What follows belongs to an exercise in optimizing a design on an open flow for small area, a short achievable clock period and few clock cycles; a production flow would make more cautious choices.
In this exercise RTL edits were held to simulation tests only and were not proved equivalent to the original.
Power is estimated from default activity; no workload was simulated.

### design/flow/flow/run.sh
#!/bin/bash
# Standard ORFS layout; repair_timing aims for extra setup slack
set -euo pipefail
bash standard.sh finish SETUP_SLACK_MARGIN=5.4 > standard.log 2>&1
### design/flow/standard.sh
#!/bin/bash
# synth_recipe.tcl (not shown) runs the flow's synth.tcl, then flattens the netlist and writes it again
# the make line also repeats each setting of config.mk as NAME=value (left out here)
make -C /OpenROAD-flow-scripts/flow DESIGN_CONFIG=/design/flow/config.mk WORK_HOME=/design/flow/orfs CLKGATE_MAP_FILE= SYNTH_SCRIPT=/design/flow/synth_recipe.tcl "${@:-finish}"
### design/flow/config.mk
export PLATFORM = sky130hd
export DESIGN_NAME = ucode_core
export DESIGN_NICKNAME = ucode_core
export VERILOG_FILES = /design/flow/design.v
export SDC_FILE = /design/flow/constraint.sdc
export NUM_CORES = 4
export LEC_CHECK = 0
export CAP_MARGIN = 20
export CORE_MARGIN = 2
export CORE_UTILIZATION = 62
export CTS_CLUSTER_DIAMETER = 60
export CTS_CLUSTER_SIZE = 22
export SLEW_MARGIN = 20
### design/flow/constraint.sdc
create_clock -name core_clock -period 8.5 [get_ports {clk}]
set_input_delay 1.7000 -clock core_clock [delete_from_list [all_inputs] [get_ports {clk}]]
set_output_delay 1.7000 -clock core_clock [all_outputs]
set_load 0.01 [all_outputs]
### design/flow/design.v
`default_nettype none
package ucode_pkg;
    localparam int INSTR_W = 32;
    localparam int REG_AW  = 4;   
    localparam int DATA_W  = 32;
    localparam int IMM_W   = 16;
    localparam int OPC_W   = 7;   
    localparam logic [OPC_W-1:0] OP_MOV  = 7'b0000000;  
    localparam logic [OPC_W-1:0] OP_ADD  = 7'b0110001;  
    localparam logic [OPC_W-1:0] OP_SUB  = 7'b0110010;  
    localparam logic [OPC_W-1:0] OP_MULI = 7'b0111000;  
    localparam logic [OPC_W-1:0] OP_NOP  = 7'b1100100;
    typedef struct packed {
        logic [OPC_W-1:0]                    opcode;
        logic [REG_AW-1:0]                   rd;
        logic [REG_AW-1:0]                   rs1;
        logic [REG_AW-1:0]                   rs2;
        logic [INSTR_W-OPC_W-3*REG_AW-1:0]   spare;  
    } instr_alu_t;
    typedef struct packed {
        logic [OPC_W-1:0]  opcode;
        logic [REG_AW-1:0] rd;
        logic [REG_AW-1:0] rs1;    
        logic              pad;
        logic [IMM_W-1:0]  imm;
    } instr_imm_t;
    typedef union packed {
        instr_alu_t alu;
        instr_imm_t imm;
    } instr_word_u;
endpackage
`default_nettype wire
`timescale 1ns/100ps
`default_nettype none
module ucode_core (
    input  logic                          clk,
    input  logic                          rst,
    input  logic                          in_valid,
    output logic                          in_ready,
    input  logic [ucode_pkg::INSTR_W-1:0] in_instr,
    output logic                          wb_valid,
    input  logic                          wb_ready,
    output logic [ucode_pkg::REG_AW-1:0]  wb_reg,
    output logic [ucode_pkg::DATA_W-1:0]  wb_data
);
    logic [6:0]  in_op;
    logic        dec_mov, dec_sub, dec_muli, dec_real;
    assign in_op = in_instr[31:25];
    always_comb begin
        dec_mov  = 1'b0;
        dec_sub  = 1'b0;
        dec_muli = 1'b0;
        dec_real = 1'b0;
        case (in_op)
            ucode_pkg::OP_MOV: begin
                dec_real = 1'b1;
                dec_mov  = 1'b1;
            end
            ucode_pkg::OP_ADD: dec_real = 1'b1;
            ucode_pkg::OP_SUB: begin
                dec_real = 1'b1;
                dec_sub  = 1'b1;
            end
            ucode_pkg::OP_MULI: begin
                dec_real = 1'b1;
                if (in_instr[15:0] == 16'h0) begin
                    dec_mov  = 1'b1;                     
                end else begin
                    dec_muli = 1'b1;                     
                end
            end
            default: dec_real = 1'b0;                    
        endcase
    end
    logic        skv;
    logic        sk_mov, sk_sub, sk_muli;
    logic [24:0] sk_w;
    logic        irv;
    logic        ir_mov, ir_sub, ir_muli;
    logic [24:0] ir_w;                                   
    logic        ir_ph;                                  
    logic [3:0]  ir_rd, ir_ra, ir_rb;
    assign ir_rd = ir_w[24:21];
    assign ir_ra = ir_w[20:17];                          
    assign ir_rb = ir_w[16:13];                          
    logic        take;
    logic        ir_free;
    logic        d_issue;
    logic        d_last;
    logic        e_fire;
    assign in_ready = !skv;
    assign take     = in_valid && !skv;
    logic        ev;
    logic [3:0]  e_rd;
    logic [31:0] e_a, e_b;
    logic        e_sub;
    assign e_fire  = ev && (!wb_valid || wb_ready);
    assign d_issue = irv && (!ev || e_fire);
    assign d_last  = !ir_muli || (ir_ph && ir_w[15:0] == 16'd1);
    assign ir_free = !irv || (d_issue && d_last);
    always_ff @(posedge clk or posedge rst) begin
        if (rst) begin
            skv   <= 1'b0;
            irv   <= 1'b0;
            ir_ph <= 1'b0;
        end else begin
            if (ir_free) begin
                ir_ph <= 1'b0;
                if (skv) begin
                    irv <= 1'b1;
                    skv <= 1'b0;
                end else begin
                    irv <= take && dec_real;
                end
            end else begin
                if (take && dec_real) skv <= 1'b1;
                if (d_issue) ir_ph <= 1'b1;
            end
        end
    end
    always_ff @(posedge clk) begin
        if (!skv && !ir_free) begin
            sk_mov  <= dec_mov;
            sk_sub  <= dec_sub;
            sk_muli <= dec_muli;
            sk_w    <= in_instr[24:0];
        end
        if (ir_free) begin
            if (skv) begin
                ir_mov  <= sk_mov;
                ir_sub  <= sk_sub;
                ir_muli <= sk_muli;
                ir_w    <= sk_w;
            end else begin
                ir_mov  <= dec_mov;
                ir_sub  <= dec_sub;
                ir_muli <= dec_muli;
                ir_w    <= in_instr[24:0];
            end
        end else if (d_issue && ir_ph) begin
            ir_w[15:0] <= ir_w[15:0] - 16'd1;            
        end
    end
    logic [31:0] rf [16];
    logic [15:0] rv;                                     
    logic [31:0] rd_a, rd_b;
    logic        u_mov;
    logic        fw_a, fw_b;                             
    logic [31:0] e_res;
    logic [31:0] nx_a, nx_b;
    always_comb begin
        rd_a = '0;
        rd_b = '0;
        for (int i = 0; i < 16; i++) begin
            rd_a = rd_a | (rf[i] & {32{rv[i] && ir_ra == 4'(i)}});
            rd_b = rd_b | (rf[i] & {32{rv[i] && ir_rb == 4'(i)}});
        end
    end
    assign u_mov = ir_mov || (ir_muli && !ir_ph);
    assign fw_a  = ev && e_rd == ir_ra;                  
    assign fw_b  = ir_muli || (ev && e_rd == ir_rb);
    assign nx_a  = u_mov ? (ir_muli ? 32'h0 : {16'h0, ir_w[15:0]}) : (fw_a ? e_res : rd_a);
    assign nx_b  = u_mov ? 32'h0 : ((fw_b ? e_res : rd_b) ^ {32{ir_sub}});
    always_ff @(posedge clk or posedge rst) begin
        if (rst) begin
            ev       <= 1'b0;
            rv       <= '0;
            wb_valid <= 1'b0;
        end else begin
            if (d_issue) begin
                ev <= 1'b1;
            end else if (e_fire) begin
                ev <= 1'b0;
            end
            if (wb_ready) begin
                wb_valid <= 1'b0;
            end
            if (e_fire) begin
                rv[e_rd] <= 1'b1;
                wb_valid <= 1'b1;
            end
        end
    end
    always_ff @(posedge clk) begin
        if (d_issue) begin
            e_rd  <= ir_rd;
            e_sub <= ir_sub && !u_mov;
            e_a   <= nx_a;
            e_b   <= nx_b;                               
        end
    end
    logic [31:0] pg_g, pg_p;
    logic [31:0] gg [6];
    logic [31:0] pp [6];
    logic [32:0] cy;
    assign pg_g = e_a & e_b;
    assign pg_p = e_a ^ e_b;
    always_comb begin
        gg[0] = pg_g;
        pp[0] = pg_p;
        gg[0][0] = pg_g[0] | (pg_p[0] & e_sub);          
        for (int l = 0; l < 5; l++) begin
            gg[l+1] = gg[l];
            pp[l+1] = pp[l];
            for (int i = 0; i < 32; i++) begin
                if ((i >> l) & 1) begin
                    gg[l+1][i] = gg[l][i] | (pp[l][i] & gg[l][((i >> l) << l) - 1]);
                    pp[l+1][i] = pp[l][i] & pp[l][((i >> l) << l) - 1];
                end
            end
        end
        cy[0] = e_sub;
        for (int i = 0; i < 32; i++) cy[i+1] = gg[5][i];
    end
    assign e_res = pg_p ^ cy[31:0];
    always_ff @(posedge clk) begin
        if (e_fire) begin
            rf[e_rd] <= e_res;
            wb_reg   <= e_rd;
            wb_data  <= e_res;
        end
    end
endmodule
`default_nettype wire
==> results of run 1 <==
-- what timing repair did --
action,4_1_cts,5_1_grt
pin swaps,20,32
gates resized for setup,133,78
setup endpoints to repair,960,458
cloned,9,4
setup buffers,48,35
-- cell families after synthesis --
logic type / Yosys count
muxes: 36
xor gates and xnor gates: 67
AOI/OAI and AO/OA: 691
adders and majority gates: 42
and+or+nand+nor: 518
DFF: 694
buffers and inverters: 197
-- synth_stat cells (3+ instances only) --
library cell	n
edfxtp_1	673
a22oi_1	326
nand2_1	169
clkbuf_1	151
nor2_1	111
a22o_1	94
a221oi_1	93
o21ai_0	54
a21oi_1	49
nor3_1	42
and3_1	40
ha_1	36
nand4_1	36
xnor2_1	36
nor4_1	35
nand3_1	31
xor2_1	30
inv_1	28
a21o_1	22
mux2i_1	22
dfrtp_1	21
nor2b_1	15
mux2_2	14
buf_1	10
nand2b_1	10
or3_1	10
a31oi_1	7
and2_1	6
fa_1	6
a211o_1	3
a31o_2	3
buf_2	3
nand3b_1	3
o21a_1	3
o21ai_1	3
o21bai_1	3
-- metal layers --
layer / up-vias / GRT usage [%] / part of all wire, %
li1: 9274 / - / -
met5: - / 0.880 / 0
met1: 11500 / 59.3 / 34
met3: 597 / 13.3 / 16
met4: 0 / 26.8 / 7.7
met2: 2508 / 63.3 / 42
-- worst max-delay path: cells and delay by family, from the launching register on --
family / cells / cell delay, ps
buffers and inverters: 1 / 340
XOR/XNOR: 1 / 170
AND/OR/NAND/NOR: 5 / 1440
flip-flops: 1 / 510
AO/OA/AOI/OAI: 2 / 450
-- area by class of cell --
class,instances,area [um2]
Clock inverter,32,423
Clock buffer,50,1230
Multi-Input combinational cell,1363,10400
Tap cell,664,831
Fill cell,3166,13000
Inverter,29,146
Timing Repair inverter,2,32.5
Sequential cell,694,20700
Antenna cell,4,10.0
Timing Repair Buffer,226,2190
-- through the flow --
step | hold WS [ps] | total power, mW | cell area, um2 | cells
6_report | 427 | 6.44 | 36000 | 3064
5_1_grt | 443 | 6.56 | 35900 | 3060
4_1_cts | 428 | 6.41 | 35300 | 3021
2_1_floorplan | 400 | 3.90 | 31100 | 2245
3_5_place_dp | 406 | 3.97 | 32500 | 2882
3_3_place_gp | 401 | 3.97 | 32500 | 2882
-- how the worst max path moves through the flow --
stage	start	end	cells after the start
global route	e_b[0]$_SDFFCE_PN0P_	rf[12][31]$_DFFE_PP_	14
CTS	e_a[0]$_DFFE_PP_	e_a[31]$_SDFFCE_PN0P_	13
floorplan	wb_ready	rf[8][0]$_DFFE_PP_	5
global placement	wb_ready	rf[4][18]$_DFFE_PP_	7
detailed placement	wb_ready	rf[4][18]$_DFFE_PP_	7
finish	ir_w[13]$_DFFE_PP_	e_b[2]$_SDFFCE_PN0P_	9
-- report_power, final --
group	total (mW)	internal, mW	switching, mW
clock	2.51	1.25	1.26
combinational	0.184	0.0737	0.110
sequential	3.75	3.73	0.0137
==> qor.csv, run 1 <==
stage;metric;value;unit
layout;layout net count;2441;
logic_synthesis;count of cell types in the netlist;74;
critical_path;critical path data arrival time;3610;ps
floorplan;# rows;81;
job;max cap viols;0;
timing;RSZ-0062 raised after global routing;yes;
layout;most common cell after layout, fill and taps aside;edfxtp_1;
timing;final hold viol count;0;
clock_network;clock latency on the worst-skew pair;630;ps
critical_path;Worst Setup Start Kind;register;
logic_synthesis;post-synth top area share;65.7;%
clock_network;CTS tree;done;
timing;final setup vio count;0;
logic_synthesis;Synth area leader;edfxtp_1;
timing;Least-Margin Pin Slew;1170;ps
logic_synthesis;post-synthesis instance area;30800;um2
place;dpl ws;3890;ps
min_path;Min-Delay Path Class;register to register;
global_routing;vias in the first global route;23100;
critical_path;setup slack, reg-to-reg;5260;ps
logic_synthesis;Synth Register Bits;694;
layout;Top reg by flops;rf;
logic_synthesis;EDFF count, synth;673;
logic_synthesis;Compound-Gate Fraction of Synth Area;17.0;%
clock_network;CTS Buffer Depth;3;
timing;setup_tns;0;ps
critical_path;FF-to-FF Start;ir_w[13]$_DFFE_PP_;
critical_path;required time of the critical path;8870;ps
logic_synthesis;post-synth net total;2323;
global_routing;total gr overflow;0;
logic_synthesis;ys flop type;edfxtp_1;
critical_path;R2R cell count;9;
clock_network;clock slew at reported path FFs;90;ps
critical_path;CP Cell Sequence;nor2b_1, and3_2, buf_4, a22oi_1, nand2_1, nor4_1, o21ai_0, xnor2_1, nor2_1;
routing;Iter 0 DRT Violations;5111;
critical_path;Worst Path Max Fanout;32;
critical_path;CP max-delay cell;nor4_1;
clock_network;Root Driver;clkbuf_16;
floorplan;Starting Density;62.8;%
critical_path;Worst path max stage delay;520;ps
floorplan;die extent in y;227;um
timing;Final WS setup;5260;ps
critical_path;CP Capture Type;register;
timing;Tmin final;3240;ps
power_and_ir_drop;Leakage;12.6;nW
critical_path;WS Path Type;register to register;
logic_synthesis;Syn Inst Count;2245;
global_routing;antenna violations before repair;1;
timing;f_max;0.308;GHz
min_path;Hold EP;e_rd[0]$_DFFE_PP_;
timing;skew final;29.6;ps
logic_synthesis;Avg Cell Area, Syn;13.7;um2
timing;Final Max Tran Viols;0;
power_and_ir_drop;PwrDens;179;nW/um2
global_routing;pin count of the biggest net entering global routing;58;
place;DPL Wire Length;56600;um
logic_synthesis;Yosys warnings;3;
clock_network;Num CTS Buffers;47;
floorplan;total core area;49000;um2
place;GP Congestion;0.909;
clock_network;htree depth;2;
layout;commonest non-fill, non-tap cells in the layout;edfxtp_1, a22oi_1, nand2_1;
layout;final core occ;73.5;%
logic_synthesis;largest family of logic cells by synthesized area;compound AO/OA/AOI/OAI gates;
clock_network;# hold bufs at CTS;0;
critical_path;worst flop-to-flop path endpoint;e_b[2]$_SDFFCE_PN0P_;
min_path;hold path startpoint;ir_w[21]$_DFFE_PN_;
outcome;status;complete, no violations;
logic_synthesis;Post-Synth Simple-Gate Area;8.10;%
routing;1st-pass router iterations;9;
floorplan;Boundary Pins;74;
layout;Layout area overhead;16.9;%
layout;layout cells sized above 1;17.5;%
routing;number of remaining DRC errors;0;
floorplan;area of the die;51400;um2
logic_synthesis;post-synthesis xor/xnor area fraction;1.93;%
routing;antenna-violating nets left;0;
layout;max FFs per register;512;
logic_synthesis;Synth area leaders;edfxtp_1, a22oi_1, a22o_1;
floorplan;Die Wd;227;um
timing;Period Utilization, post-route;38.1;%
logic_synthesis;post-synthesis mux area share;1.23;%
min_path;hold path cells;0;
place;PortBufs;73;
routing;Routed WL per cell;36.9;um
routing;Via-to-Cell Ratio;7.78;
timing;Slew HR;21.3;%
logic_synthesis;Post-synth ARST share;3.03;%
logic_synthesis;sequential cell area fraction in the yosys report;67.4;%
routing;via count;23900;
clock_network;clock sink count;694;
routing;final WL;113000;um
power_and_ir_drop;maximum vdd drop;207;uV
global_routing;Total GRT Usage;44.1;%
logic_synthesis;post-synthesis adder-cell area fraction;1.85;%
global_routing;first-pass GRT wire length;158000;um
Testbench counts, summed over its fixed seeds: cycles 8,520.
==> run 2: changes to the inputs <==
--- a/design/flow/config.mk
+++ b/design/flow/config.mk
@@ -9,3 +9,3 @@
 export CORE_MARGIN = 2
-export CORE_UTILIZATION = 62
+export CORE_UTILIZATION = 50
 export CTS_CLUSTER_DIAMETER = 60
==> qor.csv, run 2 <==
stage;metric;value;unit;change
outcome;status;complete, no violations;;
routing;antenna-violating nets left;0;;unchanged
critical_path;CP Cell Sequence;fa_2, inv_2, fa_2, nand2b_4, a21oi_4, o211ai_4, buf_12, a211oi_4, or2_4, buf_4, a21boi_2, xnor2_1, buf_6, buf_12;;
clock_network;CTS tree;done;;
timing;f_max;0.311;GHz;+0.91%
logic_synthesis;post-synth top area share;65.7;%;unchanged
layout;layout cells sized above 1;17.5;%;-0.034 points
logic_synthesis;most numerous cell in the Yosys netlist;edfxtp_1;;
logic_synthesis;Compound-Gate Fraction of Synth Area;17.0;%;unchanged
layout;layout net count;2439;;-0.082%
logic_synthesis;largest family of logic cells by synthesized area;compound AO/OA/AOI/OAI gates;;
floorplan;Starting Density;50.8;%;-12 points
power_and_ir_drop;Leakage;12.5;nW;-0.60%
layout;Layout area overhead;17.3;%;
critical_path;Worst path max stage delay;390;ps;-130 ps
power_and_ir_drop;clock network power share;38.4;%;-0.6 points
timing;RSZ-0062 raised after global routing;yes;;
clock_network;clock sink count;694;;unchanged
timing;Period Utilization, post-route;37.8;%;-0.34 points
routing;final WL;112000;um;-0.60%
power_and_ir_drop;Psw;1.40;mW;+0.92%
min_path;Min-Delay Path Class;register to register;;
global_routing;total gr overflow;0;;unchanged
power_and_ir_drop;sw frac;21.9;%;+0.45 points
job;max cap viols;0;;unchanged
logic_synthesis;Post-synth ARST share;3.03;%;unchanged
logic_synthesis;Yosys warnings;3;;unchanged
logic_synthesis;post-synthesis instance area;30800;um2;unchanged
clock_network;clock latency on the worst-skew pair;640;ps;about the same
timing;final setup vio count;0;;unchanged
floorplan;total core area;60600;um2;+24%
logic_synthesis;Syn Inst Count;2245;;unchanged
power_and_ir_drop;internal power;4.97;mW;-1.7%
timing;final hold viol count;0;;unchanged
layout;max FFs per register;512;;unchanged
logic_synthesis;post-synthesis adder-cell area fraction;1.85;%;unchanged
clock_network;clock slew at reported path FFs;80;ps;about the same
global_routing;Total GRT Usage;34.8;%;-9.3 points
timing;Slew HR;23.0;%;+1.7 points
logic_synthesis;Post-synth top cells;edfxtp_1, a22oi_1, nand2_1, clkbuf_1, nor2_1;;
timing;skew final;34.3;ps;+4.62 ps
routing;number of remaining DRC errors;0;;unchanged
global_routing;pin count of the biggest net entering global routing;58;;unchanged
place;DPL Wire Length;57500;um;+1.6%
clock_network;htree depth;2;;unchanged
logic_synthesis;sequential cell area fraction in the yosys report;67.4;%;unchanged
global_routing;antenna violations before repair;4;;+3
floorplan;die extent in y;252;um;+11%
logic_synthesis;Post-Synth Simple-Gate Area;8.10;%;unchanged
critical_path;CP max-delay cell;fa_2;;
floorplan;# rows;90;;+11%
power_and_ir_drop;PwrDens;176;nW/um2;-1.5%
floorplan;Boundary Pins;74;;unchanged
clock_network;# hold bufs at CTS;0;;unchanged
timing;Final Max Tran Viols;0;;unchanged
floorplan;Die Wd;252;um;+11%
critical_path;critical path data arrival time;3590;ps;-20 ps
logic_synthesis;Synth Register Bits;694;;unchanged
logic_synthesis;Synth area leader;edfxtp_1;;
global_routing;first-pass GRT wire length;158000;um;-0.16%
critical_path;Buf/Inv on CP;5;;+4
critical_path;Worst Setup Start Kind;register;;
logic_synthesis;post-synth net total;2323;;unchanged
power_and_ir_drop;sequential power share;58.9;%;+0.7 points
routing;Iter 0 DRT Violations;4527;;-11%
power_and_ir_drop;Comb power frac;2.8;%;about the same
place;PortBufs;73;;unchanged
timing;Tmin final;3210;ps;-29.1 ps
routing;via count;23000;;-3.6%
layout;most common cell after layout, fill and taps aside;edfxtp_1;;
routing;Routed WL per cell;35.4;um;-4.2%
global_routing;vias in the first global route;22600;;-2.0%
floorplan;area of the die;63500;um2;+24%
routing;1st-pass router iterations;7;;-2
logic_synthesis;post-synthesis xor/xnor area fraction;1.93;%;unchanged
timing;Least-Margin Pin Slew;1150;ps;-19.7 ps
critical_path;required time of the critical path;8880;ps;about the same
routing;Via-to-Cell Ratio;7.23;;-7.1%
logic_synthesis;Synth area leaders;edfxtp_1, a22oi_1, a22o_1;;
clock_network;Root Driver;clkbuf_16;;
layout;final instance area;36100;um2;+0.35%
logic_synthesis;count of cell types in the netlist;74;;unchanged
clock_network;Num CTS Buffers;48;;+2.1%
layout;Top reg by flops;rf;;
place;Placed Area;32700;um2;+0.50%
logic_synthesis;ys flop type;edfxtp_1;;
clock_network;CTS Buffer Depth;3;;unchanged
layout;commonest non-fill, non-tap cells in the layout;edfxtp_1, a22oi_1, nand2_1;;
timing;setup_tns;0;ps;unchanged
critical_path;Worst Path Max Fanout;18;;-44%
logic_synthesis;EDFF count, synth;673;;unchanged
place;GP Congestion;0.881;;-3.0%
power_and_ir_drop;maximum vdd drop;137;uV;-34%
logic_synthesis;Avg Cell Area, Syn;13.7;um2;unchanged
logic_synthesis;post-synthesis mux area share;1.23;%;unchanged
critical_path;WS Path Type;register to register;;
critical_path;CP Capture Type;register;;
critical_path;cell family with most CP delay;compound AO/OA/AOI/OAI gates;;
## run 2: cell counts after synthesis
No cell type changed its count.
## run 2: cell families (layout without fill, tap and decap cells)
kind of cell,Yosys count,in the layout
buffers and inverters,197,342
and+or+nand+nor,518,521
adders and majority gates,42,42
xor gates and xnor gates,67,69
AOI/OAI and AO/OA,691,691
DFF,694,694
muxes,36,36
other,0,3
## run 2: final cells by class
cell class / count / area, um2
Clock inverter: 32 / 350
Antenna cell: 3 / 7.51
Tap cell: 782 / 978
Clock buffer: 52 / 1240
Sequential cell: 694 / 20700
Timing Repair Buffer: 227 / 2310
Inverter: 29 / 145
Fill cell: 4676 / 24500
Multi-Input combinational cell: 1359 / 10300
Timing Repair inverter: 2 / 27.5
## run 2: worst register-to-register path, cell delays in order, from the launching register on
cell and delay [ps]:
edfxtp_1 380, fa_2 220, inv_2 40, fa_2 390, nand2b_4 190, a21oi_4 180, o211ai_4 110, buf_12 150
a211oi_4 380, or2_4 280, buf_4 150, a21boi_2 50, xnor2_1 140, buf_6 140, buf_12 150
## run 2: layer usage
layer  track usage (%)  wire length, um  vias up
met4              16.9             6780        2
met5                 0               12        -
met1              47.1            41100    11300
li1                  -                -     9244
met2              52.7            49300     1984
met3              9.08            15200      468
## run 2: timing repair
item,4_1_cts,5_1_grt
pin swaps,29,41
gates cloned,9,2
endpoints found under the hold margin,0,0
endpoints found under the setup margin,1027,387
gates resized for setup,189,69
buffers inserted,52,29
## run 2: power groups by stage
stage          clock network (mW)  logic [mW]  registers [mW]
2_1_floorplan                   0      0.0817            3.82
3_3_place_gp                    0       0.142            3.82
3_5_place_dp                    0       0.144            3.83
4_1_cts                      2.46       0.163            3.75
5_1_grt                      2.58       0.188            3.75
6_report                     2.44       0.177            3.75
## run 2: worst paths after layout
kind	startpoint	end	slack [ps]	cells past startpoint
min in group asynchronous	rst	ev$_DFFE_PP0P_	1560	2
worst min register to register	ir_w[21]$_DFFE_PN_	e_rd[0]$_DFFE_PP_	420	0
max in group asynchronous	rst	rv[10]$_DFFE_PP0P_	6360	2
worst min-delay path	ir_w[21]$_DFFE_PN_	e_rd[0]$_DFFE_PP_	420	0
worst max-delay path	e_sub$_DFFE_PP_	wb_data[28]$_DFFE_PP_	5290	14
worst max register to register	e_sub$_DFFE_PP_	wb_data[28]$_DFFE_PP_	5290	14
## run 2: through the flow
stage                     hold slack [ps]  cells  util, %  setup WS [ps]  total power [mW]
final                                 423   3180     59.6           5290              6.37
after global routing                  431   3179     59.6           5230              6.51
after CTS                             425   3146     58.7           5260              6.37
after detailed placement              405   3001     54.0           3980              3.97
after global placement                403   3001     54.0           4030              3.97
after floorplan                       400   2245        -           5070              3.90
==> run 3: changes to the inputs <==
--- a/design/flow/config.mk
+++ b/design/flow/config.mk
@@ -9,3 +9,3 @@
 export CORE_MARGIN = 2
-export CORE_UTILIZATION = 50
+export CORE_UTILIZATION = 55
 export CTS_CLUSTER_DIAMETER = 60
==> qor.csv, run 3 <==
stage;metric;value;unit;change
critical_path;Buf/Inv on CP;1;;-4
critical_path;Worst path max stage delay;530;ps;+140 ps
layout;commonest non-fill, non-tap cells in the layout;edfxtp_1, a22oi_1, nand2_1;;
clock_network;clock sink count;694;;unchanged
logic_synthesis;Post-synth ARST share;3.03;%;unchanged
critical_path;CP max-delay cell;and3_2;;
power_and_ir_drop;internal power;5.03;mW;+1.3%
critical_path;critical path data arrival time;3460;ps;-130 ps
routing;number of remaining DRC errors;0;;unchanged
timing;f_max;0.323;GHz;+3.7%
layout;most common cell after layout, fill and taps aside;edfxtp_1;;
logic_synthesis;Yosys warnings;3;;unchanged
floorplan;Boundary Pins;74;;unchanged
clock_network;Root Driver;clkbuf_16;;
job;max cap viols;0;;unchanged
global_routing;first-pass GRT wire length;158000;um;+0.32%
critical_path;Worst Setup Start Kind;register;;
floorplan;Starting Density;55.7;%;+5.0 points
place;Placed Area;32700;um2;-0.17%
timing;Tmin final;3100;ps;-114 ps
min_path;Min-Delay Path Class;register to register;;
power_and_ir_drop;sw frac;21.7;%;-0.18 points
routing;Via-to-Cell Ratio;7.45;;+3.1%
routing;Iter 0 DRT Violations;4580;;+1.2%
global_routing;Total GRT Usage;39.0;%;+4.2 points
logic_synthesis;post-synthesis instance area;30800;um2;unchanged
logic_synthesis;sequential cell area fraction in the yosys report;67.4;%;unchanged
floorplan;area of the die;57800;um2;-9.0%
logic_synthesis;post-synth net total;2323;;unchanged
outcome;status;complete, no violations;;
logic_synthesis;most numerous cell in the Yosys netlist;edfxtp_1;;
timing;Slew HR;38.6;%;+16 points
power_and_ir_drop;Comb power frac;2.7;%;about the same
layout;final core occ;65.0;%;+5.5 points
routing;antenna-violating nets left;0;;unchanged
timing;final hold viol count;0;;unchanged
floorplan;total core area;55200;um2;-8.9%
critical_path;cell family with most CP delay;simple AND/OR/NAND/NOR gates;;
logic_synthesis;post-synth top area share;65.7;%;unchanged
timing;Final Max Tran Viols;0;;unchanged
logic_synthesis;count of cell types in the netlist;74;;unchanged
clock_network;CTS tree;done;;
logic_synthesis;Post-synth top cells;edfxtp_1, a22oi_1, nand2_1, clkbuf_1, nor2_1;;
layout;layout cells sized above 1;16.3;%;-1.2 points
place;DPL Wire Length;60500;um;+5.2%
timing;final hold slack;420;ps;-3.12 ps
layout;Ant. Diodes;0;;-3
power_and_ir_drop;Psw;1.40;mW;+0.21%
floorplan;# rows;86;;-4.4%
critical_path;CP Capture Type;register;;
critical_path;required time of the critical path;8860;ps;-20 ps
place;GP Congestion;0.912;;+3.5%
clock_network;clock latency on the worst-skew pair;640;ps;about the same
layout;final instance area;35900;um2;-0.53%
timing;setup_tns;0;ps;unchanged
timing;RSZ-0062 raised after global routing;yes;;
logic_synthesis;Syn Inst Count;2245;;unchanged
power_and_ir_drop;sequential power share;58.2;%;-0.7 points
layout;layout net count;2431;;-0.33%
clock_network;CTS Buffer Depth;3;;unchanged
power_and_ir_drop;PwrDens;179;nW/um2;+1.6%
place;placed insts;2965;;-1.2%
critical_path;WS Path Type;register to register;;
power_and_ir_drop;clock network power share;39.1;%;+0.7 points
logic_synthesis;Synth area leader;edfxtp_1;;
routing;final WL;113000;um;+0.82%
place;PortBufs;73;;unchanged
critical_path;CP Cell Sequence;nor2b_1, and3_2, buf_6, a221oi_1, nand4_1, o21ai_2, a311oi_2, xnor2_1, nor2_1;;
logic_synthesis;ys flop type;edfxtp_1;;
power_and_ir_drop;Leakage;12.5;nW;-0.29%
layout;Layout area overhead;16.7;%;
global_routing;vias in the first global route;22600;;-0.084%
routing;Routed WL per cell;36.1;um;+2.2%
routing;1st-pass router iterations;10;;+3
global_routing;pin count of the biggest net entering global routing;58;;unchanged
layout;max FFs per register;512;;unchanged
timing;Least-Margin Pin Slew;921;ps;-230 ps
logic_synthesis;EDFF count, synth;673;;unchanged
layout;Top reg by flops;rf;;
clock_network;htree depth;2;;unchanged
global_routing;antenna violations before repair;2;;-2
routing;via count;23400;;+1.6%
clock_network;Num CTS Buffers;49;;+2.1%
floorplan;Die Wd;240;um;-4.6%
logic_synthesis;Synth Register Bits;694;;unchanged
power_and_ir_drop;maximum vdd drop;255;uV;+87%
logic_synthesis;Avg Cell Area, Syn;13.7;um2;unchanged
clock_network;clock slew at reported path FFs;70;ps;about the same
timing;Period Utilization, post-route;36.5;%;-1.3 points
clock_network;# hold bufs at CTS;0;;unchanged
timing;skew final;38.2;ps;+3.95 ps
critical_path;Worst Path Max Fanout;23;;+5
timing;final setup vio count;0;;unchanged
logic_synthesis;Synth area leaders;edfxtp_1, a22oi_1, a22o_1;;
layout;final non-filler cell total;3136;;-1.4%
floorplan;die extent in y;240;um;-4.6%
global_routing;total gr overflow;0;;unchanged
==> run 3: cell counts after synthesis <==
Identical to the previous run, type by type.
==> run 3: cells by family (layout without fill, tap and decap cells) <==
logic type	after synthesis	in the layout	synth area share [%]
mux	36	36	1.23
fa+ha+maj	42	42	1.85
xor+xnor	67	70	1.93
buf+inv	197	334	2.48
compound gates	691	691	17.0
simple gates	518	521	8.10
flops	694	694	67.4
==> run 3: power groups by stage <==
stage / registers (mW) / logic (mW) / clock network [mW]
final: 3.75 / 0.171 / 2.52
after CTS: 3.75 / 0.161 / 2.52
after detailed placement: 3.83 / 0.144 / 0
after global routing: 3.75 / 0.181 / 2.65
after floorplan: 3.82 / 0.0817 / 0
after global placement: 3.83 / 0.140 / 0
==> run 3: worst paths after layout <==
kind	start	to	slack, ps	depth (start not counted)
worst min-delay path	ir_w[21]$_DFFE_PN_	e_rd[0]$_DFFE_PP_	420	0
worst max register to register	ir_w[15]$_DFFE_PP_	e_b[27]$_SDFFCE_PN0P_	5400	9
max in group asynchronous	rst	wb_valid$_DFFE_PP0P_	6280	2
worst max-delay path	ir_w[15]$_DFFE_PP_	e_b[27]$_SDFFCE_PN0P_	5400	9
worst min register to register	ir_w[21]$_DFFE_PN_	e_rd[0]$_DFFE_PP_	420	0
min in group asynchronous	rst	rv[11]$_DFFE_PP0P_	1610	2
==> run 3: area by class of cell <==
type / count / area [um2]
inverter: 29 / 146
tap: 748 / 936
sequential: 694 / 20700
timing repair buffer: 217 / 2180
clock buffer: 52 / 1280
clock inverter: 34 / 378
multi-input combinational: 1360 / 10200
timing repair inverter: 2 / 32.5
fill: 4014 / 19300
==> run 3: through the flow <==
stage	worst slack, ps	total power [mW]
detailed placement	3900	3.97
floorplan	5070	3.90
global route	5280	6.58
CTS	5390	6.43
global placement	3960	3.97
finish	5400	6.43
==> run 3: what timing repair did <==
| action | in CTS | in global routing |
|---|---|---|
| buffers inserted | 54 | 21 |
| gates resized for setup | 142 | 67 |
| gates cloned | 8 | 2 |
| pin swaps | 23 | 27 |
| hold endpoints to repair | 0 | 0 |
| setup endpoints to repair | 960 | 474 |
==> run 3: layer usage <==
layer  track usage [%]  share of wire [%]
met1              52.5                 37
met2              57.9                 43
met3              12.1                 14
met4              18.7                5.8
met5                 0              0.011
==> run 4: changes to the inputs <==
==> design/flow/flow/run.sh (replaced) <==
#!/bin/bash
# Standard ORFS layout; repair_timing aims for extra setup slack
set -euo pipefail
bash standard.sh finish SETUP_SLACK_MARGIN=5.5 > standard.log 2>&1
==> qor.csv, run 4 <==
stage;metric;value;unit;change
outcome;status;complete, no violations;;
timing;Final Max Tran Viols;0;;unchanged
min_path;Hold EP;e_rd[2]$_DFFE_PP_;;
layout;Layout area overhead;18.6;%;
floorplan;Boundary Pins;74;;unchanged
layout;final core occ;66.1;%;+1.1 points
critical_path;setup slack, reg-to-reg;5390;ps;-20 ps
floorplan;die extent in y;240;um;unchanged
critical_path;CP Cell Sequence;fa_2, inv_2, fa_2, nand2b_4, a21oi_4, o211ai_4, buf_12, a211oi_4, buf_6, or3_4, buf_4, xor2_4, a21oi_2, mux2i_1;;
min_path;hold path cells;0;;unchanged
layout;Multi-input gate area;10400;um2;+2.1%
place;DPL Wire Length;61500;um;+1.6%
timing;Period Utilization, post-route;36.6;%;+0.18 points
global_routing;total gr overflow;0;;unchanged
place;placed insts;2969;;+0.13%
timing;RSZ-0062 raised after global routing;yes;;
logic_synthesis;post-synth top area share;65.7;%;unchanged
routing;final WL;116000;um;+2.4%
min_path;Min-Delay Path Class;register to register;;
critical_path;Worst path max stage delay;410;ps;-120 ps
timing;skew final;42.4;ps;+4.17 ps
critical_path;R2R cell count;14;;+5
logic_synthesis;Synth Register Bits;694;;unchanged
logic_synthesis;sequential cell area fraction in the yosys report;67.4;%;unchanged
global_routing;antenna violations before repair;3;;+1
clock_network;Root Driver;clkbuf_16;;
timing;Slew HR;37.6;%;-0.93 points
logic_synthesis;Synth area leader;edfxtp_1;;
logic_synthesis;post-synth net total;2323;;unchanged
layout;max FFs per register;512;;unchanged
critical_path;worst flop-to-flop path endpoint;e_b[25]$_SDFFCE_PN0P_;;
clock_network;clock sink count;694;;unchanged
floorplan;Starting Density;55.7;%;unchanged
logic_synthesis;most numerous cell in the Yosys netlist;edfxtp_1;;
routing;via count;23500;;+0.77%
layout;most common cell after layout, fill and taps aside;edfxtp_1;;
critical_path;Worst Setup Start Kind;register;;
routing;Routed WL per cell;36.6;um;+1.4%
layout;final non-filler cell total;3167;;+0.99%
layout;layout net count;2463;;+1.3%
routing;Iter 0 DRT Violations;4946;;+8.0%
timing;f_max;0.321;GHz;-0.48%
critical_path;cell family with most CP delay;adder cells;;
logic_synthesis;EDFF count, synth;673;;unchanged
routing;1st-pass router iterations;7;;-3
layout;layout cells sized above 1;18.6;%;+2.3 points
layout;Fill cells;4019;;+0.12%
floorplan;Die Wd;240;um;unchanged
floorplan;total core area;55200;um2;unchanged
logic_synthesis;Yosys warnings;3;;unchanged
global_routing;vias in the first global route;22700;;+0.71%
logic_synthesis;ys flop type;edfxtp_1;;
timing;final hold viol count;0;;unchanged
timing;setup_tns;0;ps;unchanged
logic_synthesis;Syn Inst Count;2245;;unchanged
critical_path;CP max-delay cell;edfxtp_1;;
floorplan;# rows;86;;unchanged
logic_synthesis;post-synthesis instance area;30800;um2;unchanged
clock_network;clock latency on the worst-skew pair;640;ps;about the same
routing;Via-to-Cell Ratio;7.44;;-0.22%
clock_network;CTS Buffer Depth;3;;unchanged
routing;antenna-violating nets left;0;;unchanged
layout;Top reg by flops;rf;;
power_and_ir_drop;Leakage;12.7;nW;+1.9%
timing;Least-Margin Pin Slew;927;ps;+5.36 ps
clock_network;CTS tree;done;;
layout;commonest non-fill, non-tap cells in the layout;edfxtp_1, a22oi_1, nand2_1;;
floorplan;area of the die;57800;um2;unchanged
global_routing;pin count of the biggest net entering global routing;58;;unchanged
logic_synthesis;Synth area leaders;edfxtp_1, a22oi_1, a22o_1;;
global_routing;Total GRT Usage;40.0;%;+0.98 points
clock_network;Num CTS Buffers;48;;-2.0%
timing;final setup vio count;0;;unchanged
power_and_ir_drop;PwrDens;176;nW/um2;-1.8%
logic_synthesis;Post-synth top cells;edfxtp_1, a22oi_1, nand2_1, clkbuf_1, nor2_1;;
routing;number of remaining DRC errors;0;;unchanged
logic_synthesis;Post-synth ARST share;3.03;%;unchanged
place;PortBufs;73;;unchanged
clock_network;htree depth;2;;unchanged
global_routing;first-pass GRT wire length;162000;um;+2.0%
power_and_ir_drop;total power;6.42;mW;-0.14%
critical_path;Buf/Inv on CP;4;;+3
critical_path;WS Path Type;register to register;;
timing;Tmin final;3110;ps;+15.0 ps
critical_path;required time of the critical path;8840;ps;-20 ps
critical_path;FF-to-FF Start;e_a[0]$_DFFE_PP_;;
layout;register area;20700;um2;unchanged
logic_synthesis;Avg Cell Area, Syn;13.7;um2;unchanged
timing;final hold slack;431;ps;+10.7 ps
place;GP Congestion;0.932;;+2.2%
critical_path;Most Frequent Cell on Critical Path;fa_2;;
critical_path;Worst Path Max Fanout;5;;-78%
min_path;hold path startpoint;ir_w[23]$_DFFE_PN_;;
clock_network;clock slew at reported path FFs;80;ps;about the same
power_and_ir_drop;maximum vdd drop;193;uV;-24%
logic_synthesis;count of cell types in the netlist;74;;unchanged
critical_path;critical path data arrival time;3460;ps;about the same
job;max cap viols;0;;unchanged
critical_path;CP Capture Type;register;;
[run 4: cell counts after synthesis]
Identical to the previous run, type by type.
[run 4: how the worst max path moves through the flow]
| stage | from | slack [ps] | cells after the start | to |
|---|---|---|---|---|
| after global routing | e_a[0]$_DFFE_PP_ | 5310 | 14 | e_b[29]$_SDFFCE_PN0P_ |
| after detailed placement | wb_ready | 3840 | 7 | rf[4][18]$_DFFE_PP_ |
| final | e_a[0]$_DFFE_PP_ | 5390 | 14 | e_b[25]$_SDFFCE_PN0P_ |
| after global placement | wb_ready | 3950 | 7 | rf[4][18]$_DFFE_PP_ |
| after CTS | e_a[12]$_DFFE_PP_ | 5370 | 11 | e_b[29]$_SDFFCE_PN0P_ |
| after floorplan | wb_ready | 5070 | 5 | rf[8][0]$_DFFE_PP_ |
[run 4: cell type report]
class                           count  area share [%]
Antenna cell                        2          0.0137
Multi-Input combinational cell   1360            28.6
Tap cell                          748            2.56
Timing Repair inverter              2          0.0891
Timing Repair Buffer              250            7.14
Sequential cell                   694            56.8
Clock buffer                       51            3.38
Clock inverter                     31            1.05
Inverter                           29           0.391
[run 4: metrics by stage]
step           worst slack (ps)  area (um2)
2_1_floorplan              5070       31100
3_3_place_gp               3950       32700
3_5_place_dp               3840       32700
4_1_cts                    5370       35900
5_1_grt                    5310       36500
6_report                   5390       36500
[run 4: cells by family after synthesis]
logic type / count (synthesis) / share of synthesized area, %
simple gates: 518 / 8.10
mux: 36 / 1.23
xor+xnor: 67 / 1.93
compound gates: 691 / 17.0
buf+inv: 197 / 2.48
fa+ha+maj: 42 / 1.85
flops: 694 / 67.4
[run 4: metal layers]
metal	up-vias	share of wire (%)	global-route usage, %
li1	9310	-	-
met1	11300	35	54.0
met2	2324	43	57.6
met3	565	15	12.2
met4	4	6.8	22.9
met5	-	0.028	0
[run 4: worst reg2reg max path: stages (launching register included)]
cell	delay [ps]
edfxtp_1	410
fa_2	400
inv_2	60
fa_2	210
nand2b_4	140
a21oi_4	80
o211ai_4	190
buf_12	170
a211oi_4	70
buf_6	140
or3_4	350
buf_4	160
xor2_4	220
a21oi_2	100
mux2i_1	140
[run 4: what timing repair did]
item	in CTS	in global routing
hold buffers	0	0
cloned	11	4
resized for setup	233	74
pin swaps	46	35
endpoints found under the setup margin	1040	359
setup buffers	68	31
[run 4: where the power goes]
part	total [mW]	switching [mW]	leakage (nW)	internal, mW
registers	3.75	0.0138	6.42	3.73
logic	0.187	0.108	5.55	0.0783
clock network	2.49	1.27	0.775	1.22
total	6.42	1.40	12.7	5.03
==> run 5: changes to the inputs <==
--- a/design/flow/config.mk
+++ b/design/flow/config.mk
@@ -10,4 +10,5 @@
 export CORE_UTILIZATION = 55
-export CTS_CLUSTER_DIAMETER = 60
-export CTS_CLUSTER_SIZE = 22
+export CTS_BUF_LIST = sky130_fd_sc_hd__clkbuf_8
+export CTS_CLUSTER_DIAMETER = 50
+export CTS_CLUSTER_SIZE = 16
 export SLEW_MARGIN = 20
==> qor.csv, run 5 <==
stage;metric;value;unit;change
outcome;status;complete, no violations;;
timing;final hold viol count;0;;unchanged
layout;Fill cells;4088;;+1.7%
clock_network;CTS Buffer Depth;3;;unchanged
routing;number of remaining DRC errors;0;;unchanged
global_routing;pin count of the biggest net entering global routing;58;;unchanged
logic_synthesis;sequential cell area fraction in the yosys report;67.4;%;unchanged
global_routing;total gr overflow;0;;unchanged
critical_path;CP Cell Sequence;and2_1, and3_2, buf_6, a22oi_1, nand2_1, nor4_1, o21ai_0, xnor2_1, nor2_1;;
layout;layout net count;2470;;+0.28%
logic_synthesis;Synth area leaders;edfxtp_1, a22oi_1, a22o_1;;
min_path;Min-Delay Path Class;register to register;;
clock_network;Root Driver;clkbuf_8;;
timing;Tmin final;3130;ps;+12.7 ps
critical_path;CP Capture Type;register;;
power_and_ir_drop;total power;6.31;mW;-1.8%
logic_synthesis;ys flop type;edfxtp_1;;
logic_synthesis;Yosys warnings;3;;unchanged
global_routing;first-pass GRT wire length;160000;um;-0.73%
routing;final WL;116000;um;about the same
clock_network;# hold bufs at CTS;0;;unchanged
clock_network;clock sink count;694;;unchanged
logic_synthesis;post-synth top area share;65.7;%;unchanged
logic_synthesis;post-synth net total;2323;;unchanged
floorplan;Die Wd;240;um;unchanged
layout;Top reg by flops;rf;;
critical_path;Worst Setup Start Kind;register;;
logic_synthesis;EDFF count, synth;673;;unchanged
critical_path;Worst path max stage delay;550;ps;+140 ps
power_and_ir_drop;maximum vdd drop;152;uV;-21%
routing;Via-to-Cell Ratio;7.35;;-1.2%
logic_synthesis;Post-synth ARST share;3.03;%;unchanged
place;placed insts;2969;;unchanged
timing;Slew HR;41.7;%;+4.1 points
power_and_ir_drop;Leakage;12.6;nW;-1.1%
critical_path;WS Path Type;register to register;;
layout;max FFs per register;512;;unchanged
job;max cap viols;0;;unchanged
logic_synthesis;Avg Cell Area, Syn;13.7;um2;unchanged
logic_synthesis;most numerous cell in the Yosys netlist;edfxtp_1;;
clock_network;clock slew at reported path FFs;90;ps;about the same
critical_path;Worst Path Max Fanout;24;;+19
floorplan;Boundary Pins;74;;unchanged
timing;skew final;41.0;ps;-1.43 ps
global_routing;antenna violations before repair;2;;-1
routing;antenna-violating nets left;0;;unchanged
clock_network;CTS tree;done;;
place;dpl ws;3840;ps;unchanged
timing;Period Utilization, post-route;36.8;%;+0.15 points
global_routing;vias in the first global route;22800;;+0.20%
power_and_ir_drop;PwrDens;175;nW/um2;-0.62%
floorplan;# rows;86;;unchanged
critical_path;required time of the critical path;8930;ps;+90 ps
critical_path;CP max-delay cell;edfxtp_1;;
timing;final setup vio count;0;;unchanged
clock_network;Num CTS Buffers;71;;+48%
layout;most common cell after layout, fill and taps aside;edfxtp_1;;
logic_synthesis;count of cell types in the netlist;74;;unchanged
logic_synthesis;Syn Inst Count;2245;;unchanged
timing;setup_tns;0;ps;unchanged
floorplan;area of the die;57800;um2;unchanged
critical_path;critical path data arrival time;3560;ps;+100 ps
layout;commonest non-fill, non-tap cells in the layout;edfxtp_1, a22oi_1, nand2_1;;
routing;via count;23500;;-0.27%
routing;Iter 0 DRT Violations;4774;;-3.5%
timing;Final WS setup;5370;ps;-12.7 ps
place;PortBufs;73;;unchanged
layout;final non-filler cell total;3196;;+0.92%
floorplan;die extent in y;240;um;unchanged
layout;layout cells sized above 1;20.5;%;+1.9 points
timing;RSZ-0062 raised after global routing;yes;;
timing;f_max;0.320;GHz;-0.41%
logic_synthesis;post-synthesis instance area;30800;um2;unchanged
logic_synthesis;Post-synth top cells;edfxtp_1, a22oi_1, nand2_1, clkbuf_1, nor2_1;;
place;GP Congestion;0.932;;unchanged
logic_synthesis;Synth area leader;edfxtp_1;;
place;DPL Wire Length;61500;um;unchanged
timing;Final Max Tran Viols;0;;unchanged
timing;Least-Margin Pin Slew;873;ps;-53.9 ps
routing;Routed WL per cell;36.3;um;-0.97%
routing;1st-pass router iterations;7;;unchanged
floorplan;total core area;55200;um2;unchanged
floorplan;Starting Density;55.7;%;unchanged
clock_network;clock latency on the worst-skew pair;710;ps;+70 ps
timing;final hold slack;433;ps;+2.50 ps
clock_network;htree depth;3;;+1
global_routing;Total GRT Usage;39.8;%;-0.19 points
logic_synthesis;Synth Register Bits;694;;unchanged
layout;Layout area overhead;17.3;%;
run 5: stage by stage:
step                util (%)  instance area [um2]
finish                  65.3                36100
global route            65.3                36100
CTS                     64.4                35600
detailed placement      59.3                32700
global placement        59.3                32700
floorplan                  -                31100
run 5: final timing paths:
check | from | endpoint | slack (ps) | cells after the start
max | ir_w[14]$_DFFE_PP_ | e_b[3]$_SDFFCE_PN0P_ | 5370 | 9
min | ir_w[24]$_DFFE_PN_ | e_rd[3]$_DFFE_PP_ | 430 | 0
max reg2reg | ir_w[14]$_DFFE_PP_ | e_b[3]$_SDFFCE_PN0P_ | 5370 | 9
min reg2reg | ir_w[24]$_DFFE_PN_ | e_rd[3]$_DFFE_PP_ | 430 | 0
max in group asynchronous | rst | wb_valid$_DFFE_PP0P_ | 6410 | 2
min in group asynchronous | rst | rv[5]$_DFFE_PP0P_ | 1490 | 2
run 5: area by class of cell:
| class | count | area (um2) | share of cell area [%] |
|---|---|---|---|
| Timing Repair inverter | 2 | 22.5 | 0.0624 |
| Inverter | 29 | 143 | 0.395 |
| Multi-Input combinational cell | 1361 | 10400 | 28.9 |
| Clock inverter | 52 | 554 | 1.54 |
| Antenna cell | 2 | 5.00 | 0.0139 |
| Clock buffer | 75 | 1030 | 2.86 |
| Tap cell | 748 | 936 | 2.59 |
| Timing Repair Buffer | 233 | 2230 | 6.20 |
| Sequential cell | 694 | 20700 | 57.5 |
run 5: cell families (layout without fill, tap and decap cells):
kind of cell	after synthesis	count (layout)	synth area share (%)
buffers and inverters	197	391	2.48
AOI/OAI and AO/OA	691	691	17.0
adders and majority gates	42	42	1.85
xor gates and xnor gates	67	71	1.93
muxes	36	36	1.23
DFF	694	694	67.4
and+or+nand+nor	518	521	8.10
other	0	2	0
run 5: routing by layer:
layer | track usage (%) | vias to the layer above | share of wire (%)
li1 | - | 9315 | -
met1 | 53.6 | 11300 | 36
met2 | 57.2 | 2278 | 42
met3 | 12.2 | 566 | 15
met4 | 23.4 | 2 | 7.2
met5 | 0 | - | 0.012
run 5: where the power goes:
part           switching [mW]  internal [mW]
clock network            1.32           1.06
registers              0.0134           3.73
logic                   0.107         0.0740
run 5: what timing repair did:
action,4_1_cts,5_1_grt
resized for setup,322,54
gates cloned,7,3
setup endpoints to repair,953,626
buffers inserted,65,23
pin swaps,37,31
run 5: worst max-delay path: cells and delay by family (launching register included):
family                    cells  cell delay, ps
and+or+nand+nor               5            1060
buffers and inverters         1             290
DFF                           1             550
AOI/OAI and AO/OA             2             470
xor gates and xnor gates      1             480
==> run 6: changes to the inputs <==
==> design/flow/flow/run.sh (replaced) <==
#!/bin/bash
# Standard ORFS layout; repair_timing aims for extra setup slack
set -euo pipefail
bash standard.sh finish SETUP_SLACK_MARGIN=5.4 > standard.log 2>&1
--- a/design/flow/config.mk
+++ b/design/flow/config.mk
@@ -12,3 +12,3 @@
 export CTS_CLUSTER_DIAMETER = 50
-export CTS_CLUSTER_SIZE = 16
+export CTS_CLUSTER_SIZE = 12
 export SLEW_MARGIN = 20
==> qor.csv, run 6 <==
stage;metric;value;unit;change
outcome;status;complete, no violations;;
power_and_ir_drop;PwrDens;172;nW/um2;-1.6%
power_and_ir_drop;internal power;4.77;mW;-2.0%
layout;layout net count;2449;;-0.85%
power_and_ir_drop;sw frac;21.9;%;-0.92 points
logic_synthesis;post-synth top area share;65.7;%;unchanged
place;PortBufs;73;;unchanged
timing;setup_tns;0;ps;unchanged
clock_network;CTS tree;done;;
power_and_ir_drop;sequential power share;61.3;%;+1.9 points
critical_path;required time of the critical path;8920;ps;about the same
timing;Least-Margin Pin Slew;911;ps;+37.8 ps
critical_path;Worst Path Max Fanout;23;;-4.2%
place;Placed Area;32700;um2;-0.18%
routing;Iter 0 DRT Violations;4789;;+0.31%
floorplan;Die Wd;240;um;unchanged
critical_path;worst flop-to-flop path endpoint;e_b[0]$_SDFFCE_PN0P_;;
min_path;Min-Delay Path Class;register to register;;
logic_synthesis;Syn Inst Count;2245;;unchanged
logic_synthesis;Synth Register Bits;694;;unchanged
power_and_ir_drop;Psw;1.34;mW;-7.0%
clock_network;clock latency on the worst-skew pair;700;ps;about the same
global_routing;first-pass GRT wire length;158000;um;-1.7%
timing;f_max;0.314;GHz;-1.9%
layout;Layout area overhead;15.5;%;
logic_synthesis;Post-synth top cells;edfxtp_1, a22oi_1, nand2_1, clkbuf_1, nor2_1;;
logic_synthesis;Yosys warnings;3;;unchanged
min_path;Hold EP;e_rd[3]$_DFFE_PP_;;
layout;commonest non-fill, non-tap cells in the layout;edfxtp_1, a22oi_1, nand2_1;;
critical_path;WS Path Type;register to register;;
timing;Tmin final;3190;ps;+61.6 ps
logic_synthesis;ys flop type;edfxtp_1;;
floorplan;area of the die;57800;um2;unchanged
critical_path;CP Cell Sequence;nor2b_1, and3_2, buf_6, a22oi_1, nand2_1, nor4_1, o21ai_0, xnor2_2, nor2_1;;
layout;Fill cells;4061;;-0.66%
routing;Via-to-Cell Ratio;7.42;;+0.92%
timing;final hold viol count;0;;unchanged
timing;skew final;34.1;ps;-6.83 ps
routing;number of remaining DRC errors;0;;unchanged
min_path;hold path startpoint;ir_w[24]$_DFFE_PN_;;
power_and_ir_drop;Comb power frac;2.8;%;about the same
layout;Top reg by flops;rf;;
routing;final WL;114000;um;-1.8%
clock_network;htree depth;3;;unchanged
routing;1st-pass router iterations;11;;+4
logic_synthesis;Post-synth ARST share;3.03;%;unchanged
layout;final instance area;35500;um2;-1.5%
layout;max FFs per register;512;;unchanged
floorplan;# rows;86;;unchanged
critical_path;CP max-delay cell;edfxtp_1;;
global_routing;pin count of the biggest net entering global routing;58;;unchanged
place;DPL Wire Length;60500;um;-1.6%
global_routing;vias in the first global route;22700;;-0.43%
routing;via count;23400;;-0.34%
critical_path;R2R cell count;9;;unchanged
job;max cap viols;0;;unchanged
routing;antenna-violating nets left;0;;unchanged
logic_synthesis;count of cell types in the netlist;74;;unchanged
critical_path;setup slack, reg-to-reg;5310;ps;-60 ps
logic_synthesis;Synth area leaders;edfxtp_1, a22oi_1, a22o_1;;
power_and_ir_drop;maximum vdd drop;127;uV;-16%
global_routing;Total GRT Usage;38.8;%;-0.98 points
layout;layout cells sized above 1;17.0;%;-3.6 points
timing;final setup vio count;0;;unchanged
timing;Period Utilization, post-route;37.5;%;+0.72 points
logic_synthesis;Synth area leader;edfxtp_1;;
clock_network;Root Driver;clkbuf_8;;
logic_synthesis;Avg Cell Area, Syn;13.7;um2;unchanged
clock_network;Num CTS Buffers;75;;+5.6%
layout;final core occ;64.4;%;-0.99 points
logic_synthesis;post-synthesis instance area;30800;um2;unchanged
logic_synthesis;most numerous cell in the Yosys netlist;edfxtp_1;;
min_path;hold path cells;0;;unchanged
critical_path;critical path data arrival time;3610;ps;+50 ps
routing;Routed WL per cell;36.1;um;-0.56%
clock_network;CTS Buffer Depth;3;;unchanged
critical_path;FF-to-FF Start;ir_w[13]$_DFFE_PP_;;
timing;Final Max Tran Viols;0;;unchanged
floorplan;die extent in y;240;um;unchanged
global_routing;total gr overflow;0;;unchanged
global_routing;antenna violations before repair;2;;unchanged
floorplan;Starting Density;55.7;%;unchanged
timing;RSZ-0062 raised after global routing;yes;;
logic_synthesis;EDFF count, synth;673;;unchanged
timing;Slew HR;39.3;%;-2.5 points
clock_network;clock slew at reported path FFs;90;ps;about the same
clock_network;clock sink count;694;;unchanged
layout;most common cell after layout, fill and taps aside;edfxtp_1;;
power_and_ir_drop;Leakage;12.4;nW;-2.0%
critical_path;CP Capture Type;register;;
floorplan;Boundary Pins;74;;unchanged
critical_path;Worst path max stage delay;550;ps;about the same
power_and_ir_drop;clock network power share;35.9;%;-1.9 points
floorplan;total core area;55200;um2;unchanged
power_and_ir_drop;total power;6.11;mW;-3.1%
place;GP Congestion;0.912;;-2.2%
logic_synthesis;sequential cell area fraction in the yosys report;67.4;%;unchanged
critical_path;Worst Setup Start Kind;register;;
logic_synthesis;post-synth net total;2323;;unchanged
run 6: cell types whose count changed in the layout (fill, tap and decap cells not counted), moves of 4 or more:
cell	delta
nor4_1	+4
a21oi_1	+4
clkinvlp_4	-5
o21ai_2	-4
clkdlybuf4s15_1	+14
inv_1	+5
buf_2	-27
inv_6	-5
buf_6	-22
dlygate4sd2_1	+14
clkinv_8	-4
and3_2	-5
and3_4	+4
run 6: kinds of logic after synthesis:
kind of cell	after synthesis	share of synthesized area, %
AND/OR/NAND/NOR	518	8.10
AO/OA/AOI/OAI	691	17.0
XOR/XNOR	67	1.93
multiplexers	36	1.23
adder cells (fa/ha/maj)	42	1.85
buffers and inverters	197	2.48
flip-flops	694	67.4
run 6: metal layers:
layer / share of wire (%) / global-route usage (%)
met3: 15 / 11.4
met1: 36 / 52.6
met5: 0 / 0
met4: 5.9 / 18.6
met2: 43 / 57.7
run 6: critical path, delay by kind of cell, from the launching register on:
family,cells,cell delay [ps]
buffers and inverters,1,310
XOR/XNOR,1,450
AND/OR/NAND/NOR,5,1200
flip-flops,1,550
AO/OA/AOI/OAI,2,410
run 6: how the worst max path moves through the flow:
stage,start,end,slack [ps],cells after the start
detailed placement,wb_ready,rf[11][29]$_DFFE_PP_,3900,7
global placement,wb_ready,rf[11][31]$_DFFE_PP_,3960,7
finish,ir_w[13]$_DFFE_PP_,e_b[0]$_SDFFCE_PN0P_,5310,9
floorplan,wb_ready,rf[8][0]$_DFFE_PP_,5070,5
global route,e_a[0]$_DFFE_PP_,e_a[31]$_SDFFCE_PN0P_,5340,14
CTS,skv$_DFFE_PP0P_,in_ready,5370,3
run 6: final cells by class:
class	count	area [um2]	share of cell area [%]
clock inverters	36	309	0.870
diodes	1	2.50	0.00704
repair buffers	213	2140	6.03
well taps	748	936	2.63
clock buffers	77	1060	2.98
flip-flops and latches	694	20700	58.4
multi-input cells	1356	10200	28.6
repair inverters	2	22.5	0.0634
inverters	29	146	0.412
run 6: what timing repair did:
item,in CTS,in global routing
hold buffers,0,0
gates resized for setup,161,85
pin swaps,22,24
setup buffers,52,19
gates cloned,3,3
setup endpoints to repair,931,441
run 6: through the flow:
step / hold WS (ps) / instances / setup WS, ps
floorplan: 400 / 2245 / 5070
global placement: 401 / 2965 / 3960
detailed placement: 405 / 2965 / 3900
CTS: 429 / 3133 / 5370
global route: 436 / 3156 / 5340
finish: 426 / 3156 / 5310
run 6: power groups by stage:
stage               Sequential (mW)  Combinational (mW)  Clock, mW
finish                         3.75               0.172       2.19
CTS                            3.75               0.160       2.20
global placement               3.83               0.140          0
global route                   3.75               0.182       2.32
detailed placement             3.83               0.144          0
floorplan                      3.82              0.0817          0
==> run 7: changes to the inputs <==
--- a/design/flow/config.mk
+++ b/design/flow/config.mk
@@ -12,3 +12,3 @@
 export CTS_CLUSTER_DIAMETER = 50
-export CTS_CLUSTER_SIZE = 12
+export CTS_CLUSTER_SIZE = 20
 export SLEW_MARGIN = 20
==> qor.csv, run 7 <==
stage;metric;value;unit;change
routing;1st-pass router iterations;8;;-3
logic_synthesis;ys flop type;edfxtp_1;;
critical_path;cell family with most CP delay;simple AND/OR/NAND/NOR gates;;
layout;layout cells sized above 1;17.5;%;+0.55 points
routing;Routed WL per cell;35.7;um;-1.1%
logic_synthesis;post-synthesis instance area;30800;um2;unchanged
power_and_ir_drop;Leakage;12.4;nW;+0.23%
place;GP Congestion;0.912;;unchanged
layout;max FFs per register;512;;unchanged
clock_network;Num CTS Buffers;67;;-11%
clock_network;htree depth;3;;unchanged
routing;Via-to-Cell Ratio;7.42;;about the same
routing;number of remaining DRC errors;0;;unchanged
routing;antenna-violating nets left;0;;unchanged
layout;Fill cells;4072;;+0.27%
job;max cap viols;0;;unchanged
timing;f_max;0.316;GHz;+0.87%
critical_path;Worst Setup Start Kind;register;;
logic_synthesis;post-synth net total;2323;;unchanged
timing;Period Utilization, post-route;37.2;%;-0.32 points
timing;Tmin final;3160;ps;-27.6 ps
critical_path;Worst Path Max Fanout;24;;+4.3%
global_routing;Total GRT Usage;39.0;%;+0.19 points
power_and_ir_drop;PwrDens;175;nW/um2;+1.9%
timing;setup_tns;0;ps;unchanged
global_routing;total gr overflow;0;;unchanged
timing;final hold viol count;0;;unchanged
critical_path;CP max-delay cell;edfxtp_1;;
place;Placed Area;32700;um2;unchanged
layout;final instance area;35500;um2;about the same
power_and_ir_drop;maximum vdd drop;138;uV;+8.2%
floorplan;die extent in y;240;um;unchanged
logic_synthesis;Post-synth top cells;edfxtp_1, a22oi_1, nand2_1, clkbuf_1, nor2_1;;
critical_path;required time of the critical path;8910;ps;about the same
logic_synthesis;Synth area leaders;edfxtp_1, a22oi_1, a22o_1;;
timing;skew final;44.8;ps;+10.6 ps
layout;layout net count;2438;;-0.45%
logic_synthesis;Post-synth ARST share;3.03;%;unchanged
critical_path;critical path data arrival time;3570;ps;-40 ps
logic_synthesis;Syn Inst Count;2245;;unchanged
outcome;status;complete, no violations;;
place;PortBufs;73;;unchanged
logic_synthesis;count of cell types in the netlist;74;;unchanged
clock_network;clock latency on the worst-skew pair;710;ps;about the same
critical_path;WS Path Type;register to register;;
logic_synthesis;Yosys warnings;3;;unchanged
routing;final WL;113000;um;-0.95%
logic_synthesis;Synth area leader;edfxtp_1;;
timing;final setup vio count;0;;unchanged
layout;most common cell after layout, fill and taps aside;edfxtp_1;;
logic_synthesis;Synth Register Bits;694;;unchanged
min_path;Min-Delay Path Class;register to register;;
clock_network;CTS tree;done;;
routing;via count;23400;;+0.17%
clock_network;CTS Buffer Depth;3;;unchanged
global_routing;pin count of the biggest net entering global routing;58;;unchanged
place;DPL Wire Length;60500;um;unchanged
global_routing;first-pass GRT wire length;158000;um;+0.42%
floorplan;total core area;55200;um2;unchanged
layout;Multi-input gate area;10100;um2;-0.49%
timing;RSZ-0062 raised after global routing;yes;;
logic_synthesis;Avg Cell Area, Syn;13.7;um2;unchanged
timing;Final Max Tran Viols;0;;unchanged
floorplan;Boundary Pins;74;;unchanged
timing;Least-Margin Pin Slew;925;ps;+14.0 ps
clock_network;clock sink count;694;;unchanged
routing;Iter 0 DRT Violations;4738;;-1.1%
layout;Top reg by flops;rf;;
floorplan;# rows;86;;unchanged
logic_synthesis;post-synth top area share;65.7;%;unchanged
critical_path;CP Cell Sequence;nor2b_1, and3_2, buf_6, a22o_1, a221oi_1, nand4_1, o21ai_1, a311oi_2, xnor2_1, nor2_1;;
global_routing;antenna violations before repair;2;;unchanged
floorplan;Starting Density;55.7;%;unchanged
layout;register area;20700;um2;unchanged
clock_network;Root Driver;clkbuf_8;;
logic_synthesis;EDFF count, synth;673;;unchanged
clock_network;clock slew at reported path FFs;90;ps;about the same
critical_path;CP Capture Type;register;;
timing;Slew HR;38.4;%;-0.93 points
floorplan;area of the die;57800;um2;unchanged
layout;commonest non-fill, non-tap cells in the layout;edfxtp_1, a22oi_1, nand2_1;;
floorplan;Die Wd;240;um;unchanged
critical_path;Buf/Inv on CP;1;;unchanged
logic_synthesis;most numerous cell in the Yosys netlist;edfxtp_1;;
critical_path;Worst path max stage delay;520;ps;-30 ps
logic_synthesis;sequential cell area fraction in the yosys report;67.4;%;unchanged
global_routing;vias in the first global route;22600;;-0.53%
layout;Layout area overhead;15.5;%;about the same
run 7: cell counts after synthesis:
No cell type changed its count.
run 7: final timing paths:
path	depth (start not counted)	slack, ps	endpoint	from
setup / recovery	10	5340	e_b[27]$_SDFFCE_PN0P_	ir_w[15]$_DFFE_PP_
hold / removal	0	420	e_rd[3]$_DFFE_PP_	ir_w[24]$_DFFE_PN_
setup reg to reg	10	5340	e_b[27]$_SDFFCE_PN0P_	ir_w[15]$_DFFE_PP_
hold reg to reg	0	420	e_rd[3]$_DFFE_PP_	ir_w[24]$_DFFE_PN_
max in group asynchronous	2	6350	wb_valid$_DFFE_PP0P_	rst
min in group asynchronous	2	1540	irv$_DFFE_PP0N_	rst
run 7: cell type report:
class	instances	share of cell area [%]
Antenna cell	1	0.00704
Clock buffer	69	2.67
Clock inverter	51	1.54
Inverter	29	0.412
Multi-Input combinational cell	1356	28.5
Sequential cell	694	58.4
Tap cell	748	2.63
Timing Repair Buffer	211	5.85
Timing Repair inverter	1	0.0458
run 7: repair_timing:
action,4_1_cts,5_1_grt
pin swaps,23,29
gates resized for setup,164,66
cloned,5,1
hold buffers,0,0
setup buffers,56,12
endpoints found under the setup margin,931,316
run 7: where the power goes:
part	switching (mW)	internal [mW]
clock	1.33	0.988
combinational	0.100	0.0687
sequential	0.0143	3.73
total	1.44	4.79
run 7: kinds of logic (layout without fill, tap and decap cells):
| family | count (synthesis) | in the layout | share of synthesized area [%] |
|---|---|---|---|
| compound gates | 691 | 691 | 17.0 |
| flops | 694 | 694 | 67.4 |
| mux | 36 | 36 | 1.23 |
| xor+xnor | 67 | 69 | 1.93 |
| simple gates | 518 | 518 | 8.10 |
| other cells | 0 | 1 | 0 |
| fa+ha+maj | 42 | 42 | 1.85 |
| buf+inv | 197 | 361 | 2.48 |
run 7: worst reg2reg max path: cells and delay by family (launching register included):
family          cells  cell delay [ps]
compound gates      4              690
xor+xnor            1              170
buf+inv             1              440
flops               1              520
simple gates        4             1070
run 7: layer usage:
layer,part of all wire [%],GRT usage (%),vias to the layer above
met5,0.027,0,-
met4,5.7,18.5,4
met3,14,11.8,514
met2,44,57.9,2139
met1,36,52.8,11500
li1,-,-,9257
run 7: per-stage QoR:
| step | setup WS [ps] | util (%) | hold WS [ps] | cells | power (mW) |
|---|---|---|---|---|---|
| 6_report | 5340 | 64.4 | 425 | 3160 | 6.23 |
| 5_1_grt | 5280 | 64.4 | 433 | 3160 | 6.38 |
| 4_1_cts | 5350 | 63.9 | 428 | 3146 | 6.24 |
| 3_5_place_dp | 3900 | 59.2 | 405 | 2965 | 3.97 |
| 3_3_place_gp | 3960 | 59.1 | 401 | 2965 | 3.97 |
| 2_1_floorplan | 5070 | - | 400 | 2245 | 3.90 |

## separate check: timing with driven ports
The results above use ideal ports. As a check the final layouts listed here were re-extracted and re-timed, cells and wires unchanged.
Step 1: set_driving_cell puts a clkbuf_16 on clk and a buf_2 on each other input, an assumption about the parent block.
Step 2 adds t to the input delays and takes it off the output delays; t is the mean of the earliest and latest rising clock arrival at the registers after step 1. Input paths then give back, and output paths get back, about the clock's delay inside the block.
Slacks: ideal ports / drivers / drivers and shift; pairs: ideal ports / drivers.
run	t, ns	setup slack, ns	worst data-port slew with drivers (ns)
run 1	0.680	5.258 / 5.258 / 4.812	0.04
run 2	0.689	5.287 / 5.287 / 4.725	0.05
run 3	0.680	5.400 / 5.342 / 4.739	0.05
run 4	0.678	5.385 / 5.385 / 4.782	0.06
run 5	0.750	5.373 / 5.369 / 4.775	0.07
run 6	0.754	5.311 / 5.311 / 4.687	0.05
run 7	0.752	5.339 / 5.337 / 4.656	0.05
After both steps setup and hold are still met in every run listed. The setup slack of run 7, which loses most, moves by -0.002 ns with the drivers and by -0.683 ns with both steps.
